Context: an optimization exercise on an open-source flow, tuned for small area. The choices shown serve that exercise and are no tape-out recipe. Function was checked by simulation only, so behaviour that the tests miss may differ from the original.

build 21:
==> flow/design.v (excerpt) <==
module fpau_top
(
	input  logic                    pclk,
	input  logic                    rst_n,
	input  logic                    psel,
	input  logic                    penable,
	input  logic                    pwrite,
	input  logic [5-1:0] paddr,
	input  fpau_pkg::fp_word_t      pwdata,
	output fpau_pkg::fp_word_t      prdata,
	output logic                    pready,
	output logic                    pslverr
);
Size in the first run: ~100 flip-flops, ~76 I/O pins, about 6600 um2 of cells after synthesis.
clock: 10.0 ns
lec_check: 0
abc_area: 1
cap_margin: 20
core_margin: 2
core_utilization: 40
slew_margin: 20
standard.sh (not shown) runs the stock make flow with config.mk's settings and CLKGATE_MAP_FILE= SYNTH_SCRIPT=/design/flow/synth_recipe.tcl, a recipe that flattens the netlist after the stock synthesis.
==> flow/flow/run.sh <==
#!/bin/bash
# Own layout flow: the standard ORFS flow, with
#  - combinational logic mapped by ABC with each flow/abc_*.abc script,
#    keeping the smallest (registers come
#    from the unchanged synthesis script, so their names and cells match the
#    standard synthesis; checked below against a reference run),
#  - no half/full adder extraction (ABC maps those gates too),
#  - minimum-size port buffers,
#  - clock tree of clkbuf_8 without dummy loads.
set -euo pipefail
W=$(pwd)
F=$W/flow

# reference: the standard synthesis, in its own work folder
sed -e "s#WORK_HOME=[^ ]*#WORK_HOME=$W/orfs_ref#" standard.sh > std_ref.sh
bash std_ref.sh synth > log_ref_synth.log 2>&1

# own synthesis script: synth_recipe.tcl with ABC run once per script in
# flow/abc_*.abc, keeping the smallest mapping
{
	cat <<'EOT'
proc abc {args} {
  set i [lsearch -exact $args -script]
  set lib [lindex $args [expr {[lsearch -exact $args -liberty] + 1}]]
  design -save own_pre_abc
  set best -1
  foreach script [lsort [glob $::env(OWN_ABC_DIR)/abc_*.abc]] {
    design -load own_pre_abc
    lset args [expr {$i + 1}] $script
    yosys abc {*}$args
    set out [tee -q -s result.string stat -liberty $lib]
    regexp {Chip area for module[^:]*:\s*([0-9.]+)} $out -> area
    puts "own abc: $script area $area"
    if {$best < 0 || $area < $best} {
      set best $area
      design -save own_best_abc
    }
  }
  design -load own_best_abc
  puts "own abc: kept area $best"
}
EOT
	cat synth_recipe.tcl
} > own_synth.tcl
export OWN_ABC_DIR=$F
sed -e "s#SYNTH_SCRIPT=[^ ]*#SYNTH_SCRIPT=$W/own_synth.tcl#" standard.sh > own.sh

EXTRA=(
	"BUFFER_PORTS_ARGS=-buffer_cell sky130_fd_sc_hd__buf_1"
	"ADDER_MAP_FILE="
	"CTS_ARGS=-sink_clustering_enable -repair_clock_nets -dont_use_dummy_load -buf_list sky130_fd_sc_hd__clkbuf_8"
)
bash own.sh "${EXTRA[@]}" synth > log_own_synth.log 2>&1

# the registers must be the standard synthesis's: same names, same cells
R=orfs_ref/results/sky130hd/fpau_top/base/1_2_yosys.v
O=orfs/results/sky130hd/fpau_top/base/1_2_yosys.v
grep -E '^\s*sky130_fd_sc_hd__(df|edf|sdf)' $R | awk '{print $1, $2}' | sort > regs_ref.txt
grep -E '^\s*sky130_fd_sc_hd__(df|edf|sdf)' $O | awk '{print $1, $2}' | sort > regs_own.txt
if ! cmp -s regs_ref.txt regs_own.txt; then
	echo "register mismatch with the standard synthesis" | tee log_regcheck.log
	exit 1
fi
echo "registers match: $(wc -l < regs_own.txt)" > log_regcheck.log

bash own.sh "${EXTRA[@]}" finish > log_own_finish.log 2>&1
==> flow/flow/abc_d3ms1q.abc <==
strash
ifraig
dc2
&get -n
&deepsyn -T 60 -S 1
&put
dch -f
amap -F 10 -A 50 -m
topo
==> flow/flow/abc_d3ms3.abc <==
strash
ifraig
dc2
&get -n
&deepsyn -T 60 -S 3
&put
dch -f
map -a
strash
dch -f
map -a
strash
dch -f
amap -F 10 -A 50 -m
topo
==> flow/flow/abc_d3ms4.abc <==
strash
ifraig
dc2
&get -n
&deepsyn -T 60 -S 4
&put
dch -f
map -a
strash
dch -f
map -a
strash
dch -f
amap -F 10 -A 50 -m
topo
==> flow/flow/abc_d3ms5.abc <==
strash
ifraig
dc2
&get -n
&deepsyn -T 60 -S 5
&put
dch -f
map -a
strash
dch -f
map -a
strash
dch -f
amap -F 10 -A 50 -m
topo
==> flow/flow/abc_d3ms6.abc <==
strash
ifraig
dc2
&get -n
&deepsyn -T 60 -S 6
&put
dch -f
map -a
strash
dch -f
map -a
strash
dch -f
amap -F 10 -A 50 -m
topo
==> flow/flow/abc_d3ms7.abc <==
strash
ifraig
dc2
&get -n
&deepsyn -T 60 -S 7
&put
dch -f
map -a
strash
dch -f
map -a
strash
dch -f
amap -F 10 -A 50 -m
topo
==> flow/flow/abc_d3ms8.abc <==
strash
ifraig
dc2
&get -n
&deepsyn -T 60 -S 8
&put
dch -f
map -a
strash
dch -f
map -a
strash
dch -f
amap -F 10 -A 50 -m
topo
Other scripts of this flow, unchanged in this note and not shown: flow/flow/abc_d3.abc, flow/flow/abc_d3m.abc, flow/flow/abc_d3ms1.abc, flow/flow/abc_d3ms2.abc, flow/flow/abc_d3s1.abc
diff inputs: build 21 => build 79
removed: flow/flow/abc_d3ms1q.abc
[summary]
- Build 79 against build 21: tightest hold margin barely changed, synthesized cell count climbed 0.74%, count of multi-input gates climbed about 0.8%, data required time of the worst path climbed 30 ps, setup slack dropped 140 ps.
- The higher register-to-register setup slack of build 21 and build 79 is in build 79.
- When build 79 is measured against build 21, its area after synthesis turns out 0.45% higher.
- For first-iteration detailed-routing DRC count, dividing the value from build 21 by the value from build 79 gives 0.78.
Setup changes, build 79 to build 96
==> flow/flow/abc_b7.abc (new file) <==
strash
ifraig
balance
 rewrite
 refactor
 balance
 rewrite
 rewrite -z
 balance
 refactor -z
 rewrite -z
 balance
dch -f
map -a
strash
dch -f
amap -F 10 -A 50
topo
==> flow/flow/abc_c3.abc (new file) <==
strash
ifraig
dc2
dch -f
map -a
strash
dch -f
map -a
strash
dch -f
amap -F 10 -A 50
topo
==> flow/flow/abc_d3s2.abc (new file) <==
strash
ifraig
dc2
&get -n
&deepsyn -T 60 -S 2
&put
dch -f
map -a
strash
dch -f
map -a
strash
dch -f
amap -F 10 -A 50
topo
removed: flow/flow/abc_d3ms3.abc
removed: flow/flow/abc_d3ms4.abc
removed: flow/flow/abc_d3ms5.abc
removed: flow/flow/abc_d3ms6.abc
removed: flow/flow/abc_d3ms7.abc
removed: flow/flow/abc_d3ms8.abc
Results
- No stage failed in build 96, and the final checks on the layout all came back clean.
- Taking build 79 as the reference, in build 96 relative max-transition margin about even; antenna diode instance count about even; worst setup slack about even.
- Between build 96 and build 79, the share of the clock period used by the worst path after layout does not differ in any meaningful way.
- Diff build 96..build 79 | sequential cell area share | unchanged
- Diff build 79 -> build 96: insertion delay of the later-clocked pin in the worst-skew pair ~0 delta; relative area of non-clock buffer cells in the final design ~0 delta.

-- afterwards: timing with drivers on the ports --
Ports are ideal in the flow. The routed layouts listed here were re-timed in OpenROAD. Step 1 (the two cells are an assumption about what drives the block):
set clk [get_ports {pclk}]
set_driving_cell -lib_cell sky130_fd_sc_hd__clkbuf_16 $clk
set_driving_cell -lib_cell sky130_fd_sc_hd__buf_2 [delete_from_list [all_inputs] $clk]
Step 2 adds t to the input delays and takes it off the output delays; t is the mean of the earliest and latest rising clock arrival at the registers after step 1. Input paths then give back, and output paths get back, about the clock's delay inside the block. Three values: ideal, step 1, step 2; two values: the first two.
run | shift t [ns] | setup WS [ns] | worst data-port slew with drivers (ns)
build 21 | 0.419 | 0.795 / 0.811 / 0.392 | 0.03
build 79 | 0.422 | 0.653 / 0.674 / 0.252 | 0.03
build 96 | 0.422 | 0.653 / 0.674 / 0.252 | 0.03
After both steps every run listed still meets setup and hold. The setup slack of build 21, which loses most, moves by +0.016 ns with the drivers and by -0.403 ns with both steps.
